Source: an optimization exercise on an open RTL-to-GDS flow (aim: small area, a short achievable clock period and few clock cycles). Production flows keep margins and buffers that such runs may drop. RTL that was checked went through simulation tests only; none was proved equivalent to the original.

==> inputs of v38 <==
## rbm_top
module rbm_top (
  input  logic                   finish,
  input  logic                   rst_n,
  input  rbm_pkg::feature_beat_t in_beat,
  input  logic                   in_valid,
  output logic                   in_ready,
  output rbm_pkg::rbm_result_t   out_result,
  output logic                   out_valid,
  input  logic                   out_ready
);
export LEC_CHECK = 0
export CAP_MARGIN = 50
export CORE_MARGIN = 2
export CORE_UTILIZATION = 55
export CTS_CLUSTER_DIAMETER = 100
export CTS_CLUSTER_SIZE = 30
export SLEW_MARGIN = 50
create_clock -name core_clock -period 10.0 [get_ports {finish}]
standard.sh (not shown) runs the stock make flow with config.mk's settings and CLKGATE_MAP_FILE= SYNTH_SCRIPT=/design/flow/synth_recipe.tcl, a recipe that flattens the netlist after the stock synthesis.
==> flow/flow/run.sh <==
#!/bin/bash
# The standard layout with two changes: the port buffers are buf_4 cells,
# and timing repair keeps working until the setup slack reaches
# SETUP_SLACK_MARGIN (the clock period and constraints are unchanged).
set -euo pipefail
bash standard.sh SETUP_SLACK_MARGIN=6.7 "BUFFER_PORTS_ARGS=-buffer_cell sky130_fd_sc_hd__buf_4" finish > standard.log 2>&1
==> inputs of v10, as changes to v38 <==
==> flow/config.mk (replaced) <==
export PLATFORM = sky130hd
export DESIGN_NAME = rbm_top
export DESIGN_NICKNAME = rbm_top
export VERILOG_FILES = /design/flow/design.v
export SDC_FILE = /design/flow/constraint.sdc
export NUM_CORES = 4
export LEC_CHECK = 0
export CAP_MARGIN = 50
export CORE_MARGIN = 2
export CORE_UTILIZATION = 55
export CTS_CLUSTER_DIAMETER = 80
export CTS_CLUSTER_SIZE = 24
export SLEW_MARGIN = 50
==> inputs of v12, as changes to v38 <==
--- a/flow/design.v
+++ b/flow/design.v
@@ -572,19 +572,19 @@
   always_ff @(posedge finish) begin
     acc[3] <= a3_sum;
     a3_pend <= a3_cout;
   end
   logic [19:0] a3_full;      
   assign a3_full = acc[3] + (({19'd0, a3_pend[0]} << 4) | ({19'd0, a3_pend[1]} << 8) | ({19'd0, a3_pend[2]} << 12) | ({19'd0, a3_pend[3]} << 16));
   logic [19:0] a4_r1, a4_r2, a4_base, a4_sum;
-  logic [8:0] a4_pend, a4_cin, a4_cout;
+  logic [5:0] a4_pend, a4_cin, a4_cout;
   assign a4_r1 = ({20{sa[4]}} & r1) | ({20{s32[4]}} & r32);
   assign a4_r2 = nv | ({20{~last1n}} & r8);
   assign a4_base = (acc[4] & {20{first1n}}) | (20'h0008e & {20{first1}});
-  assign a4_cin = a4_pend & {9{first1n}};
+  assign a4_cin = a4_pend & {6{first1n}};
   logic [19:0] a4_r3;
   assign a4_r3 = {20{last1}} & r2;
   wire u4xs_1 = a4_base[0] ^ a4_r1[0] ^ a4_r3[0];
   wire u4xc_2 = (a4_base[0] & a4_r1[0]) | (a4_base[0] & a4_r3[0]) | (a4_r1[0] & a4_r3[0]);
   wire u4xs_3 = a4_base[1] ^ a4_r1[1] ^ a4_r3[1];
   wire u4xc_4 = (a4_base[1] & a4_r1[1]) | (a4_base[1] & a4_r3[1]) | (a4_r1[1] & a4_r3[1]);
   wire u4xs_5 = a4_base[2] ^ a4_r1[2] ^ a4_r3[2];
@@ -661,57 +661,54 @@
   wire u4yc_76 = (u4xs_35 & u4xc_34) | (u4xs_35 & a4_r2[17]) | (u4xc_34 & a4_r2[17]);
   wire u4ys_77 = u4xs_37 ^ u4xc_36 ^ a4_r2[18];
   wire u4yc_78 = (u4xs_37 & u4xc_36) | (u4xs_37 & a4_r2[18]) | (u4xc_36 & a4_r2[18]);
   wire u4ys_79 = u4xs_39 ^ u4xc_38 ^ a4_r2[19];
   wire u4yc_80 = (u4xs_39 & u4xc_38) | (u4xs_39 & a4_r2[19]) | (u4xc_38 & a4_r2[19]);
   wire u4zs_81 = u4ys_43 ^ u4yc_42;
   wire u4zc_82 = u4ys_43 & u4yc_42;
-  assign a4_cout[0] = u4zc_82;
-  wire u4zs_83 = u4ys_45 ^ u4yc_44 ^ a4_cin[0];
-  wire u4zc_84 = (u4ys_45 & u4yc_44) | (u4ys_45 & a4_cin[0]) | (u4yc_44 & a4_cin[0]);
-  wire u4zs_85 = u4ys_47 ^ u4yc_46 ^ u4zc_84;
-  wire u4zc_86 = (u4ys_47 & u4yc_46) | (u4ys_47 & u4zc_84) | (u4yc_46 & u4zc_84);
-  assign a4_cout[1] = u4zc_86;
-  wire u4zs_87 = u4ys_49 ^ u4yc_48 ^ a4_cin[1];
-  wire u4zc_88 = (u4ys_49 & u4yc_48) | (u4ys_49 & a4_cin[1]) | (u4yc_48 & a4_cin[1]);
+  wire u4zs_83 = u4ys_45 ^ u4yc_44 ^ u4zc_82;
+  wire u4zc_84 = (u4ys_45 & u4yc_44) | (u4ys_45 & u4zc_82) | (u4yc_44 & u4zc_82);
+  assign a4_cout[0] = u4zc_84;
+  wire u4zs_85 = u4ys_47 ^ u4yc_46 ^ a4_cin[0];
+  wire u4zc_86 = (u4ys_47 & u4yc_46) | (u4ys_47 & a4_cin[0]) | (u4yc_46 & a4_cin[0]);
+  wire u4zs_87 = u4ys_49 ^ u4yc_48 ^ u4zc_86;
+  wire u4zc_88 = (u4ys_49 & u4yc_48) | (u4ys_49 & u4zc_86) | (u4yc_48 & u4zc_86);
   wire u4zs_89 = u4ys_51 ^ u4yc_50 ^ u4zc_88;
   wire u4zc_90 = (u4ys_51 & u4yc_50) | (u4ys_51 & u4zc_88) | (u4yc_50 & u4zc_88);
-  assign a4_cout[2] = u4zc_90;
-  wire u4zs_91 = u4ys_53 ^ u4yc_52 ^ a4_cin[2];
-  wire u4zc_92 = (u4ys_53 & u4yc_52) | (u4ys_53 & a4_cin[2]) | (u4yc_52 & a4_cin[2]);
+  assign a4_cout[1] = u4zc_90;
+  wire u4zs_91 = u4ys_53 ^ u4yc_52 ^ a4_cin[1];
+  wire u4zc_92 = (u4ys_53 & u4yc_52) | (u4ys_53 & a4_cin[1]) | (u4yc_52 & a4_cin[1]);
   wire u4zs_93 = u4ys_55 ^ u4yc_54 ^ u4zc_92;
   wire u4zc_94 = (u4ys_55 & u4yc_54) | (u4ys_55 & u4zc_92) | (u4yc_54 & u4zc_92);
-  assign a4_cout[3] = u4zc_94;
-  wire u4zs_95 = u4ys_57 ^ u4yc_56 ^ a4_cin[3];
-  wire u4zc_96 = (u4ys_57 & u4yc_56) | (u4ys_57 & a4_cin[3]) | (u4yc_56 & a4_cin[3]);
-  wire u4zs_97 = u4ys_59 ^ u4yc_58 ^ u4zc_96;
-  wire u4zc_98 = (u4ys_59 & u4yc_58) | (u4ys_59 & u4zc_96) | (u4yc_58 & u4zc_96);
-  assign a4_cout[4] = u4zc_98;
-  wire u4zs_99 = u4ys_61 ^ u4yc_60 ^ a4_cin[4];
-  wire u4zc_100 = (u4ys_61 & u4yc_60) | (u4ys_61 & a4_cin[4]) | (u4yc_60 & a4_cin[4]);
+  wire u4zs_95 = u4ys_57 ^ u4yc_56 ^ u4zc_94;
+  wire u4zc_96 = (u4ys_57 & u4yc_56) | (u4ys_57 & u4zc_94) | (u4yc_56 & u4zc_94);
+  assign a4_cout[2] = u4zc_96;
+  wire u4zs_97 = u4ys_59 ^ u4yc_58 ^ a4_cin[2];
+  wire u4zc_98 = (u4ys_59 & u4yc_58) | (u4ys_59 & a4_cin[2]) | (u4yc_58 & a4_cin[2]);
+  wire u4zs_99 = u4ys_61 ^ u4yc_60 ^ u4zc_98;
+  wire u4zc_100 = (u4ys_61 & u4yc_60) | (u4ys_61 & u4zc_98) | (u4yc_60 & u4zc_98);
   wire u4zs_101 = u4ys_63 ^ u4yc_62 ^ u4zc_100;
   wire u4zc_102 = (u4ys_63 & u4yc_62) | (u4ys_63 & u4zc_100) | (u4yc_62 & u4zc_100);
-  assign a4_cout[5] = u4zc_102;
-  wire u4zs_103 = u4ys_65 ^ u4yc_64 ^ a4_cin[5];
-  wire u4zc_104 = (u4ys_65 & u4yc_64) | (u4ys_65 & a4_cin[5]) | (u4yc_64 & a4_cin[5]);
+  assign a4_cout[3] = u4zc_102;
+  wire u4zs_103 = u4ys_65 ^ u4yc_64 ^ a4_cin[3];
+  wire u4zc_104 = (u4ys_65 & u4yc_64) | (u4ys_65 & a4_cin[3]) | (u4yc_64 & a4_cin[3]);
   wire u4zs_105 = u4ys_67 ^ u4yc_66 ^ u4zc_104;
   wire u4zc_106 = (u4ys_67 & u4yc_66) | (u4ys_67 & u4zc_104) | (u4yc_66 & u4zc_104);
-  assign a4_cout[6] = u4zc_106;
-  wire u4zs_107 = u4ys_69 ^ u4yc_68 ^ a4_cin[6];
-  wire u4zc_108 = (u4ys_69 & u4yc_68) | (u4ys_69 & a4_cin[6]) | (u4yc_68 & a4_cin[6]);
-  wire u4zs_109 = u4ys_71 ^ u4yc_70 ^ u4zc_108;
-  wire u4zc_110 = (u4ys_71 & u4yc_70) | (u4ys_71 & u4zc_108) | (u4yc_70 & u4zc_108);
-  assign a4_cout[7] = u4zc_110;
-  wire u4zs_111 = u4ys_73 ^ u4yc_72 ^ a4_cin[7];
-  wire u4zc_112 = (u4ys_73 & u4yc_72) | (u4ys_73 & a4_cin[7]) | (u4yc_72 & a4_cin[7]);
+  wire u4zs_107 = u4ys_69 ^ u4yc_68 ^ u4zc_106;
+  wire u4zc_108 = (u4ys_69 & u4yc_68) | (u4ys_69 & u4zc_106) | (u4yc_68 & u4zc_106);
+  assign a4_cout[4] = u4zc_108;
+  wire u4zs_109 = u4ys_71 ^ u4yc_70 ^ a4_cin[4];
+  wire u4zc_110 = (u4ys_71 & u4yc_70) | (u4ys_71 & a4_cin[4]) | (u4yc_70 & a4_cin[4]);
+  wire u4zs_111 = u4ys_73 ^ u4yc_72 ^ u4zc_110;
+  wire u4zc_112 = (u4ys_73 & u4yc_72) | (u4ys_73 & u4zc_110) | (u4yc_72 & u4zc_110);
   wire u4zs_113 = u4ys_75 ^ u4yc_74 ^ u4zc_112;
   wire u4zc_114 = (u4ys_75 & u4yc_74) | (u4ys_75 & u4zc_112) | (u4yc_74 & u4zc_112);
-  assign a4_cout[8] = u4zc_114;
-  wire u4zs_115 = u4ys_77 ^ u4yc_76 ^ a4_cin[8];
-  wire u4zc_116 = (u4ys_77 & u4yc_76) | (u4ys_77 & a4_cin[8]) | (u4yc_76 & a4_cin[8]);
+  assign a4_cout[5] = u4zc_114;
+  wire u4zs_115 = u4ys_77 ^ u4yc_76 ^ a4_cin[5];
+  wire u4zc_116 = (u4ys_77 & u4yc_76) | (u4ys_77 & a4_cin[5]) | (u4yc_76 & a4_cin[5]);
   wire u4zs_117 = u4ys_79 ^ u4yc_78 ^ u4zc_116;
   wire u4zc_118 = (u4ys_79 & u4yc_78) | (u4ys_79 & u4zc_116) | (u4yc_78 & u4zc_116);
   assign a4_sum[0] = u4ys_41;
   assign a4_sum[1] = u4zs_81;
   assign a4_sum[2] = u4zs_83;
   assign a4_sum[3] = u4zs_85;
   assign a4_sum[4] = u4zs_87;
@@ -731,15 +728,15 @@
   assign a4_sum[18] = u4zs_115;
   assign a4_sum[19] = u4zs_117;
   always_ff @(posedge finish) begin
     acc[4] <= a4_sum;
     a4_pend <= a4_cout;
   end
   logic [19:0] a4_full;      
-  assign a4_full = acc[4] + (({19'd0, a4_pend[0]} << 2) | ({19'd0, a4_pend[1]} << 4) | ({19'd0, a4_pend[2]} << 6) | ({19'd0, a4_pend[3]} << 8) | ({19'd0, a4_pend[4]} << 10) | ({19'd0, a4_pend[5]} << 12) | ({19'd0, a4_pend[6]} << 14) | ({19'd0, a4_pend[7]} << 16) | ({19'd0, a4_pend[8]} << 18));
+  assign a4_full = acc[4] + (({19'd0, a4_pend[0]} << 3) | ({19'd0, a4_pend[1]} << 6) | ({19'd0, a4_pend[2]} << 9) | ({19'd0, a4_pend[3]} << 12) | ({19'd0, a4_pend[4]} << 15) | ({19'd0, a4_pend[5]} << 18));
   logic [19:0] af [5];
   logic [7:0]  pc [5];
   assign af[0] = a0_full;
   assign af[1] = a1_full;
   assign af[2] = a2_full;
   assign af[3] = a3_full;
   assign af[4] = a4_full;
==> metrics.md <==
| Metric | Value |
|---|---|
| Critical-path cell list | `buf_12, buf_16, nand2_1, fa_1, fa_1, inv_1, fa_1, fa_1, fa_1` |
| Post-route clock skew | `0.0192 ns` |
| Result of the run | `no timing/DRC/antenna violations` |
| R2R cell count | `9` |
| Mux share of post-synthesis cell area | `0.447%` |
| Sequential fraction of the synthesis area | `30.9%` |
| Setup slack, reg-to-reg | `6.75 ns` |
| Critical Path Start | `first1n` |
| Final wirelength | `42500 um` |
| Placed Instances | `2249` |
the above is filed under v12

==> metrics.md <==
| Metric | Value |
|---|---|
| Post-route clock skew | `0.0223 ns` |
| R2R cell count | `8` |
| Final wirelength | `42400 um` |
| Mux share of post-synthesis cell area | `0.660%` |
| Setup slack, reg-to-reg | `6.72 ns` |
| Critical-path cell list | `buf_4, nand2b_1, o21ai_0, fa_1, fa_1, fa_1, fa_1, fa_1` |
| Result of the run | `no timing/DRC/antenna violations` |
| Critical Path Start | `r[0]` |
the above is filed under v38

==> metrics.md <==
| Metric | Value |
|---|---|
| Result of the run | `no timing/DRC/antenna violations` |
| R2R cell count | `7` |
| Critical Path Start | `r[6]` |
| Post-route clock skew | `0.0279 ns` |
| Final wirelength | `42300 um` |
the above is filed under v10

Testbench counts of v38, summed over its fixed seeds: cycles 5,864.
Testbench counts of v10, summed over its fixed seeds: cycles 5,864.
Only the layout flow was run in v12; the RTL was not checked for function there.

-- static timing again, ports no longer ideal --
No port has a modelled driver above. Below, the same layouts with a new extraction and two added sets of constraints. Step 1: set_driving_cell puts a clkbuf_16 on finish and a buf_2 on each other input, an assumption about the parent block. Step 2 moves the port delays by t, midway between the first and last clock arrival at a register: inputs arrive t later, outputs are due t later. That takes back most of the time a late clock gives input paths. Three values: ideal, step 1, step 2; two values: the first two.
run	shift t [ns]	slack for setup (ns)	worst setup path at the end
v38	0.560	6.722 / 6.702 / 6.585	input to register
v10	0.575	6.725 / 6.708 / 6.574	input to register
v12	0.565	6.749 / 6.709 / 6.534	input to register
After both steps setup and hold are still met in every run listed. The setup slack of v12, which loses most, moves by -0.040 ns with the drivers and by -0.215 ns with both steps.
